What follows belongs to an exercise in optimizing a design on an open flow for small area; a production flow would make more cautious choices. Only simulation tests tie the RTL to the original design; equivalence was not proved. Power and IR drop assume default switching activity.

==> run a: inputs <==
// pdm_cic_main
module pdm_cic_main (
   input  logic                      clk,
   input  logic                      reset,
   output logic                      clk_out_pdm,
   input  logic [7:0]                din,
   output logic                      hop,
   output logic [255:0]              val_flat
);
==> module cic_channel, before the edit <==
module cic_channel (
   input  logic        clk,
   input  logic        reset,
   input  logic        line_a,
   input  logic        line_b,
   input  logic        ph_hi,       
   input  logic        keep,        
   input  logic        shs,         
   input  logic [13:0] c0_old, c0_new, c0_both,
   input  logic [15:0] c1_old, c1_new, c1_both,
   input  logic [15:0] c2_old, c2_new, c2_both,
   input  logic [13:0] c3_old, c3_new, c3_both,
   input  logic [19:0] k0, k1, k2,
   input  logic [15:0] k3,
   output logic [15:0] out_s0,
   output logic [15:0] out_s1,
   output logic [15:0] out_s2,
   output logic [15:0] out_s3
);
   logic        buf_far, buf_near;
   logic        b_old, b_new;
   logic [19:0] r0 [4];
   logic [19:0] r1 [4];
   logic [19:0] r2 [4];
   logic [15:0] r3 [4];
   logic [19:0] a0, a1, a2;
   logic [15:0] a3;
   logic [13:0] w0, w3;
   logic [15:0] w1, w2;
   logic [20:0] s0;
   logic [19:0] s1, s2;
   logic [15:0] s3;
   always_ff @(posedge clk or negedge reset) begin
      if (!reset) begin
         buf_far  <= 1'b0;
         buf_near <= 1'b0;
      end else begin
         buf_far  <= ph_hi ? line_a : line_b;
         buf_near <= buf_far;
      end
   end
   assign b_old = buf_near;
   assign b_new = ph_hi ? line_b : line_a;
   always_comb begin
      w0 = ({14{b_old & ~b_new}} & c0_old) | ({14{~b_old & b_new}} & c0_new) | ({14{b_old & b_new}} & c0_both);
      w1 = ({16{b_old & ~b_new}} & c1_old) | ({16{~b_old & b_new}} & c1_new) | ({16{b_old & b_new}} & c1_both);
      w2 = ({16{b_old & ~b_new}} & c2_old) | ({16{~b_old & b_new}} & c2_new) | ({16{b_old & b_new}} & c2_both);
      w3 = ({14{b_old & ~b_new}} & c3_old) | ({14{~b_old & b_new}} & c3_new) | ({14{b_old & b_new}} & c3_both);
      a0 = ({20{keep}} & r0[0]) | ({20{shs}} & r1[0]) | k0;
      a1 = ({20{keep}} & r1[0]) | ({20{shs}} & r2[0]) | k1;
      a2 = ({20{keep}} & r2[0]) | ({20{shs}} & {4'd0, r3[0]}) | k2;
      a3 = ({16{keep}} & r3[0]) | k3;
   end
   cic_add #(.W(20), .CW(14)) u_add0 (.a(a0), .b(w0), .s(s0[19:0]), .co(s0[20]));
   cic_add #(.W(20), .CW(16)) u_add1 (.a(a1), .b(w1), .s(s1), .co());
   cic_add #(.W(20), .CW(16)) u_add2 (.a(a2), .b(w2), .s(s2), .co());
   cic_add #(.W(16), .CW(14)) u_add3 (.a(a3), .b(w3), .s(s3), .co());
   always_ff @(posedge clk) begin
      r0[1] <= {s0[19:4] | {16{s0[20]}}, s0[3:0]};
      r1[1] <= s1;
      r2[1] <= s2;
      r3[1] <= s3;
      for (int i = 1; i < 3; i++) begin
         r0[i+1] <= r0[i];
         r1[i+1] <= r1[i];
         r2[i+1] <= r2[i];
         r3[i+1] <= r3[i];
      end
      r0[0] <= r0[3];
      r1[0] <= r1[3];
      r2[0] <= r2[3];
      r3[0] <= r3[3];
   end
   assign out_s0 = {~r0[2][19], r0[2][18:4]};
   assign out_s1 = {~r0[1][19], r0[1][18:4]};
   assign out_s2 = {~r0[0][19], r0[0][18:4]};
   assign out_s3 = {~r0[3][19], r0[3][18:4]};
endmodule
export LEC_CHECK = 0
export ABC_AREA = 1
export CAP_MARGIN = 0
export CORE_MARGIN = 2
export CORE_UTILIZATION = 40
export SLEW_MARGIN = 0
create_clock -name core_clock -period 10.0 [get_ports {clk}]
standard.sh (not shown) runs the stock make flow with config.mk's settings and CLKGATE_MAP_FILE= SYNTH_SCRIPT=/design/flow/synth_recipe.tcl, a recipe that flattens the netlist after the stock synthesis.
==> flow/flow/run.sh <==
#!/bin/bash
# The standard layout (standard.sh, unchanged synthesis) with two changes:
#  - each port gets the smallest buffer cell (buf_1) instead of the default pick
#  - clock tree synthesis without dummy loads
set -uo pipefail
export BUFFER_PORTS_ARGS="-buffer_cell sky130_fd_sc_hd__buf_1"
export CTS_ARGS="-sink_clustering_enable -repair_clock_nets -dont_use_dummy_load -buf_list sky130_fd_sc_hd__clkbuf_16 -sink_clustering_size 28 -sink_clustering_max_diameter 120"
bash standard.sh > standard.log 2>&1
==> run b: changes against run a <==
==> flow/run.sh (new file) <==
#!/bin/bash
# synth_recipe.tcl (not shown) runs the flow's synth.tcl, then flattens the netlist and writes it again
# the make line also repeats each setting of config.mk as NAME=value (left out here)
make -C /OpenROAD-flow-scripts/flow DESIGN_CONFIG=/design/flow/config.mk WORK_HOME=/design/flow/orfs CLKGATE_MAP_FILE= SYNTH_SCRIPT=/design/flow/synth_recipe.tcl finish
- CTS_BUF_LIST: not set -> sky130_fd_sc_hd__clkbuf_16
- CTS_CLUSTER_DIAMETER: not set -> 120
- CTS_CLUSTER_SIZE: not set -> 28
removed: flow/flow/run.sh
removed: flow/standard.sh
==> run c: changes against run a <==
--- a/flow/design.v
+++ b/flow/design.v
@@ -542,5 +542,5 @@
    cic_add #(.W(16), .CW(14)) u_add3 (.a(a3), .b(w3), .s(s3), .co());
    always_ff @(posedge clk) begin
-      r0[1] <= {s0[19:4] | {16{s0[20]}}, s0[3:0]};
+      r0[1] <= s0[19:0] | {20{s0[20]}};
       r1[1] <= s1;
       r2[1] <= s2;
==> flow/run.sh (new file) <==
#!/bin/bash
# synth_recipe.tcl (not shown) runs the flow's synth.tcl, then flattens the netlist and writes it again
# the make line also repeats each setting of config.mk as NAME=value (left out here)
make -C /OpenROAD-flow-scripts/flow DESIGN_CONFIG=/design/flow/config.mk WORK_HOME=/design/flow/orfs CLKGATE_MAP_FILE= SYNTH_SCRIPT=/design/flow/synth_recipe.tcl finish
- CAP_MARGIN: 0 -> 20
- CTS_BUF_LIST: not set -> sky130_fd_sc_hd__clkbuf_4 sky130_fd_sc_hd__clkbuf_8
- GPL_TIMING_DRIVEN: not set -> 0
- SLEW_MARGIN: 0 -> 20
removed: flow/flow/run.sh
removed: flow/standard.sh
==> qor summary <==
Detailed Routing Iterations Pass 1: run b 7; run a 7; run c 8
Leakage power of the design: run b 0.02176 uW; run a 0.02098 uW; run c 0.02449 uW
Fin cells: run b 5916; run a 5901; run c 6457
Synthesized instance count: run b 4426; run a 4426; run c 4410
Starting DRC count in detailed routing: run b 3763; run a 3495; run c 4378
Detailed-placement wirelength estimate: run b 112800 um; run a 110200 um; run c 150100 um
Launching element type of the critical path: run b input pin; run a input pin; run c flip-flop
Top cell type's share of synthesized area: run b 55.76%; run a 55.76%; run c 55.72%
Number of buffers inserted by post-CTS setup repair: run b 0; run a 0; run c 26
Clk pin slew, worst setup/hold paths: run b 0.12 ns; run a 0.10 ns; run c 0.06 ns
H-tree Lvls: run b 2; run a 2; run c 4
Register area share after synthesis: run b 56.62%; run a 56.62%; run c 56.58%
Global-route usage over all layers: run b 26.25%; run a 25.73%; run c 33.43%
Cell area power density: run b 289.6 nW/um2; run a 286.5 nW/um2; run c 314.5 nW/um2
Result of the run: run b complete, no violations; run a complete, no violations; run c complete, no violations
Vias/cell: run b 5.162; run a 5.171; run c 5.262
Worst VDD drop: run b 0.0001749 V; run a 0.0001440 V; run c 0.0001146 V
Drt total wl: run b 149200 um; run a 146500 um; run c 189500 um
Data arrival time of the critical path: run b 10.38 ns; run a 10.26 ns; run c 10.58 ns
Count of multi-input combinational gates: run b 2454; run a 2454; run c 2462

==> job 2986 <==
pdm_cic_main with an RTL version that a note above also has.
make LEC_CHECK=0 ABC_AREA=1 CAP_MARGIN=20 CORE_MARGIN=2 CORE_UTILIZATION=40 SLEW_MARGIN=20 finish   # period 10.0 ns
run.sh (not shown) runs the stock make flow with config.mk's settings and CLKGATE_MAP_FILE= SYNTH_SCRIPT=/design/flow/synth_recipe.tcl, a recipe that flattens the netlist after the stock synthesis.
Stock flow here: none of the scripts above is used.
==> inputs of job 4463, as changes to job 2986 <==
Settings changed: CORE_UTILIZATION 40 to 70, CTS_BUF_LIST set to sky130_fd_sc_hd__clkbuf_8.
==> notes <==
Synthesized cell count is the same in job 2986 and job 4463. Synthesized area is the same in job 2986 and job 4463. Job 4463 aborted during global routing (5_1_grt) (GRT-0116). Job 2986 passed the timing, design-rule and antenna checks.
==> figures <==
metric                                                          job 2986                  job 4463
Outcome                                 no timing/DRC/antenna violations            did not finish
Stage where the flow stopped                                           -  global routing (5_1_grt)
TritonCTS Buffers                                                    115                       172
Quantity of hold-fixing buffers added after cts                        0                         0
Yosys cell types                                                      44                        44
Port Buffers                                                         267                       267
Placed cell count                                                   5904                      5278
Maximum clock insertion buffer count                                   3                         3
Detailed placer's ending HPWL                                  120900 um                 126900 um
Height of the die                                               334.5 um                  253.8 um
Top cell type by total area after synthesis                      dfxtp_1                   dfxtp_1
Area fraction in and, or, nand and nor cells after synthesis      0.1576                    0.1576
Routability-driven placement congestion ratio                      1.040                     1.142
Area of placed instances                                       47550 um2                 46430 um2
Die X                                                           334.5 um                  253.8 um
Post-CTS sizing                                                       29                        49
Initial core utilization                                          0.4025                    0.7079
Placement Setup Slack                                          -1.099 ns                 -1.152 ns
CTS Root Cell                                                  clkbuf_16                  clkbuf_8
Post-CTS setup-driven buffer insertion count                           0                         1
Deepest level of the CTS H-tree                                        3                         4
Std-Cell Rows                                                        121                        91

==> build 77 <==
Starting RTL as in the previous note.
export LEC_CHECK = 0
export ABC_AREA = 1
export CAP_MARGIN = 20
export CORE_MARGIN = 2
export CORE_UTILIZATION = 40
export SLEW_MARGIN = 20
create_clock -name core_clock -period 10.0 [get_ports {clk}]
standard.sh (not shown) runs the stock make flow with config.mk's settings and CLKGATE_MAP_FILE= SYNTH_SCRIPT=/design/flow/synth_recipe.tcl, a recipe that flattens the netlist after the stock synthesis.
==> flow/flow/run.sh <==
#!/bin/bash
# The standard layout (standard.sh, unchanged synthesis) with two changes:
#  - each port gets the smallest buffer cell (buf_1) instead of the default pick
#  - clock tree synthesis without dummy loads
set -uo pipefail
export BUFFER_PORTS_ARGS="-buffer_cell sky130_fd_sc_hd__buf_1"
export CTS_ARGS="-sink_clustering_enable -repair_clock_nets -dont_use_dummy_load -buf_list sky130_fd_sc_hd__clkbuf_16 -sink_clustering_size 30 -sink_clustering_max_diameter 60"
bash standard.sh > standard.log 2>&1
==> inputs of trial 25, as changes to build 77 <==
==> flow/run.sh (new file) <==
#!/bin/bash
# synth_recipe.tcl (not shown) runs the flow's synth.tcl, then flattens the netlist and writes it again
# the make line also repeats each setting of config.mk as NAME=value (left out here)
make -C /OpenROAD-flow-scripts/flow DESIGN_CONFIG=/design/flow/config.mk WORK_HOME=/design/flow/orfs CLKGATE_MAP_FILE= SYNTH_SCRIPT=/design/flow/synth_recipe.tcl finish
CTS_BUF_LIST = sky130_fd_sc_hd__clkbuf_8   (was unset)
removed: flow/flow/run.sh
removed: flow/standard.sh
==> metrics.csv <==
metric,value,unit
fraction of standard cell area in multi-input logic,0.324,
fill count,10431,
Tmin final,9.77,ns
status,finished clean,
global-route met2 utilization,0.390,
Static Leak,21.7,nW
fmax,0.102,GHz
number of clock buffers in the layout,81,
# resized after CTS,4,
vias in the first global route,29264,
The numbers above come from build 77.

==> metrics.csv <==
metric,value,unit
status,finished clean,
# resized after CTS,11,
fill count,10019,
Static Leak,23.8,nW
fmax,0.101,GHz
Post-synth EDFFs,0,
# Taps,1414,
global-route met2 utilization,0.397,
Tmin final,9.86,ns
number of clock buffers in the layout,232,
The numbers above come from trial 25.

## static timing again, ports no longer ideal
In the flow no input, the clock included, has a driving cell. The finished layouts below were timed again as built, in two steps. Step 1 sets driving cells, clkbuf_16 on the clock port and buf_2 on the other inputs (assumed; they add their load-dependent delay and slew). Step 2 adds t to the input delays and takes it off the output delays; t is the mean of the earliest and latest rising clock arrival at the registers after step 1. Input paths then give back, and output paths get back, about the clock's delay inside the block. Three values: no drivers, after step 1, after step 2; two values: the first two.
run	t (ns)	slack for setup (ns)	clock arrival spread, ns	worst data-port slew with drivers (ns)	cell pins on the clock port's net
run a	0.717	0.270 / 0.319 / -0.398	0.116 / 0.116	0.05	1
run b	0.766	0.186 / 0.237 / -0.529	0.056 / 0.057	0.05	1
run c	0.917	0.164 / 0.164 / -0.701	0.040 / 0.039	0.04	1
job 2986	0.768	0.164 / 0.216 / -0.551	0.065 / 0.065	0.04	1
build 77	0.710	0.229 / 0.281 / -0.429	0.107 / 0.107	0.03	1
trial 25	0.899	0.136 / 0.184 / -0.716	0.050 / 0.049	0.04	1
With both steps, setup timing fails in every run listed, where it was met with ideal ports. The setup slack of run c, which loses most, moves by 0.000 ns with the drivers and by -0.865 ns with both steps.
